What follows belongs to an exercise in optimizing a design on an open flow for small area, a short achievable clock period and few clock cycles per item; a production flow would make more cautious choices. In this exercise RTL edits were held to simulation tests only and were not proved equivalent to the original. No activity file was given, so power comes from the tool's default toggle rates.

== job 763 ==
## idle_connection_timing_wheel_top
module idle_connection_timing_wheel_top #(
    parameter int MAX_CONNECTIONS = ictw_pkg::DEF_MAX_CONNECTIONS,
    parameter int MAX_SLOTS       = ictw_pkg::DEF_MAX_SLOTS
) (
    input  logic                             i_clk,
    input  logic                             i_rst_n,
    input  logic                             i_req_valid,
    output logic                             o_req_ready,
    input  logic [ictw_pkg::CMD_W-1:0]       i_req_command,
    input  logic [ictw_pkg::CONN_W-1:0]      i_req_connection,
    output logic                             o_rsp_valid,
    input  logic                             i_rsp_ready,
    output logic [ictw_pkg::KIND_W-1:0]      o_rsp_event_kind,
    output logic [ictw_pkg::CONN_W-1:0]      o_rsp_event_connection,
    output logic                             o_rsp_last,
    input  logic                             i_cfg_we,
    input  logic [ictw_pkg::TIMEOUT_W-1:0]   i_cfg_wdata
);
export LEC_CHECK = 0
export CAP_MARGIN = 20
export CELL_PAD_IN_SITES_DETAIL_PLACEMENT = 2
export CELL_PAD_IN_SITES_GLOBAL_PLACEMENT = 2
export CORE_MARGIN = 2
export CORE_UTILIZATION = 40
export CTS_CLUSTER_DIAMETER = 80
export CTS_CLUSTER_SIZE = 20
export PLACE_DENSITY = 0.6
export SETUP_SLACK_MARGIN = 4
export SLEW_MARGIN = 40
export SYNTH_MEMORY_MAX_BITS = 8192
create_clock -name core_clock -period 8.0 [get_ports {i_clk}]
run.sh (not shown) runs the stock make flow with config.mk's settings and CLKGATE_MAP_FILE= SYNTH_SCRIPT=/design/flow/synth_recipe.tcl, a recipe that flattens the netlist after the stock synthesis.
Testbench counts of job 763, summed over its fixed seeds: cycles 11,461, requests 11,200.
## Diff of input files: job 5389 against job 763
Settings: SETUP_SLACK_MARGIN changed from 4 to 4.3; SLEW_MARGIN changed from 40 to 20.
Findings:
Relative to job 763, multi-input combinational cell area increased by 1.1% in job 5389.
The relative area change from synthesis to final layout of job 5389 exceeds that of job 763 by 0.75 points.
Status for job 763 and job 5389: clean finish in job 763 only
Job 5389: fraction of the core area covered by cells at the end of the flow is 0.30 points higher than what job 763 reported.
Delta (job 5389 minus job 763): clock group power saw little to no change, clock-buffer cell count saw little to no change, logic depth of the worst path, buffers included saw a decrease.
Worst hold slack of job 5389 is on par with job 763.
Net load switching power of job 5389 exceeds that of job 763 slightly.
Compared job 5389 against job 763; required arrival time at the worst endpoint within noise.
The worst slack at placement reported for job 5389 is smaller than that of job 763 by 94 ps.
The inputs of job 1170 differ from those of job 5389 as listed below.
Settings: swapping 4.3 for 4 in SETUP_SLACK_MARGIN.
Results
Detailed-route via count, job 1170 and job 5389: smaller value in job 1170. Job 1170: amount of wire on met3 after detailed routing is about 2.3% lower than what job 5389 reported. On number of inserted filler cells in the final layout: job 1170 sits above job 5389. Comparing job 1170 and job 5389, the higher number of buffers added by the clock tree synthesis step was measured on job 5389. Job 1170 went all the way through the flow, and no timing, DRC or antenna check failed.


idle_connection_timing_wheel_top, a different RTL version from the one above (not shown whole).
Size: about 30 I/O pins, about 190000 sq um of cells after synthesis.
## idle_connection_timing_wheel_top
module idle_connection_timing_wheel_top #(
    parameter int MAX_CONNECTIONS = ictw_pkg::DEF_MAX_CONNECTIONS,
    parameter int MAX_SLOTS       = ictw_pkg::DEF_MAX_SLOTS
) (
    input  logic                             i_clk,
    input  logic                             i_rst_n,
    input  logic                             i_req_valid,
    output logic                             o_req_ready,
    input  logic [ictw_pkg::CMD_W-1:0]       i_req_command,
    input  logic [ictw_pkg::CONN_W-1:0]      i_req_connection,
    output logic                             o_rsp_valid,
    input  logic                             i_rsp_ready,
    output logic [ictw_pkg::KIND_W-1:0]      o_rsp_event_kind,
    output logic [ictw_pkg::CONN_W-1:0]      o_rsp_event_connection,
    output logic                             o_rsp_last,
    input  logic                             i_cfg_we,
    input  logic [ictw_pkg::TIMEOUT_W-1:0]   i_cfg_wdata
);
==> flow/config.mk <==
export PLATFORM = sky130hd
export DESIGN_NAME = idle_connection_timing_wheel_top
export DESIGN_NICKNAME = idle_connection_timing_wheel_top
export VERILOG_FILES = /design/flow/design.v
export SDC_FILE = /design/flow/constraint.sdc
export NUM_CORES = 4
export LEC_CHECK = 0
export CAP_MARGIN = 20
export CELL_PAD_IN_SITES_DETAIL_PLACEMENT = 4
export CELL_PAD_IN_SITES_GLOBAL_PLACEMENT = 4
export CORE_MARGIN = 2
export CORE_UTILIZATION = 35
export PLACE_DENSITY = 0.6
export SETUP_SLACK_MARGIN = 4
export SLEW_MARGIN = 20
export SYNTH_MEMORY_MAX_BITS = 8192
==> flow/constraint.sdc <==
create_clock -name core_clock -period 8.0 [get_ports {i_clk}]
set_input_delay 1.6000 -clock core_clock [delete_from_list [all_inputs] [get_ports {i_clk}]]
set_output_delay 1.6000 -clock core_clock [all_outputs]
set_load 0.01 [all_outputs]
The starting point never finished: it broke off in detailed placement (3_5_place_dp) on DPL-0033.
Testbench counts at the start, summed over its fixed seeds: cycles 11,461, requests 11,200.
Change:
CELL_PAD_IN_SITES_DETAIL_PLACEMENT = 2   (was 4)
CELL_PAD_IN_SITES_GLOBAL_PLACEMENT = 2   (was 4)
CORE_UTILIZATION = 40   (was 35)
CTS_CLUSTER_DIAMETER = 80   (was not set)
CTS_CLUSTER_SIZE = 20   (was not set)
After rerunning: With this change the flow completed, yet does not pass: slew limit; area after synthesis does not change; synthesized cell count does not change.
Change:
CTS_CLUSTER_DIAMETER = not set   (was 80)
CTS_CLUSTER_SIZE = not set   (was 20)
What happened: Now the flow produced a clean layout; register-to-register slack is better by 0.05 ns; cell area is higher by a few percent; die area does not change; wire length goes up slightly.

separate check: timing with driven ports:
No port has a modelled driver above. Below, the same layouts with a new extraction and two added sets of constraints. Step 1 assumes that a clkbuf_16 drives the clock port and a buf_2 every other input. Step 2 moves the port delays by t, midway between the first and last clock arrival at a register: inputs arrive t later, outputs are due t later. That takes back most of the time a late clock gives input paths. Slacks: ideal / step 1 / step 2; pairs: ideal / step 1.
| run | t, ns | slack for setup (ns) | hold WS [ns] | pins driven straight from the clock port |
|---|---|---|---|---|
| job 763 | 1.147 | 3.833 / 3.833 / 3.781 | 0.412 / 0.412 / 0.412 | 1 |
| job 5389 | 1.145 | 4.071 / 4.071 / 4.071 | 0.414 / 0.414 / 0.414 | 1 |
| job 1170 | 1.143 | 3.794 / 3.794 / 3.794 | 0.413 / 0.413 / 0.413 | 1 |
| the second run of note 2 | 1.155 | 3.734 / 3.734 / 3.734 | 0.414 / 0.414 / 0.414 | 1 |
| the third run of note 2 | 1.218 | 3.787 / 3.787 / 3.787 | 0.411 / 0.411 / 0.411 | 1 |
The setup slack of job 763, which loses most, moves by 0.000 ns with the drivers and by -0.052 ns with both steps.
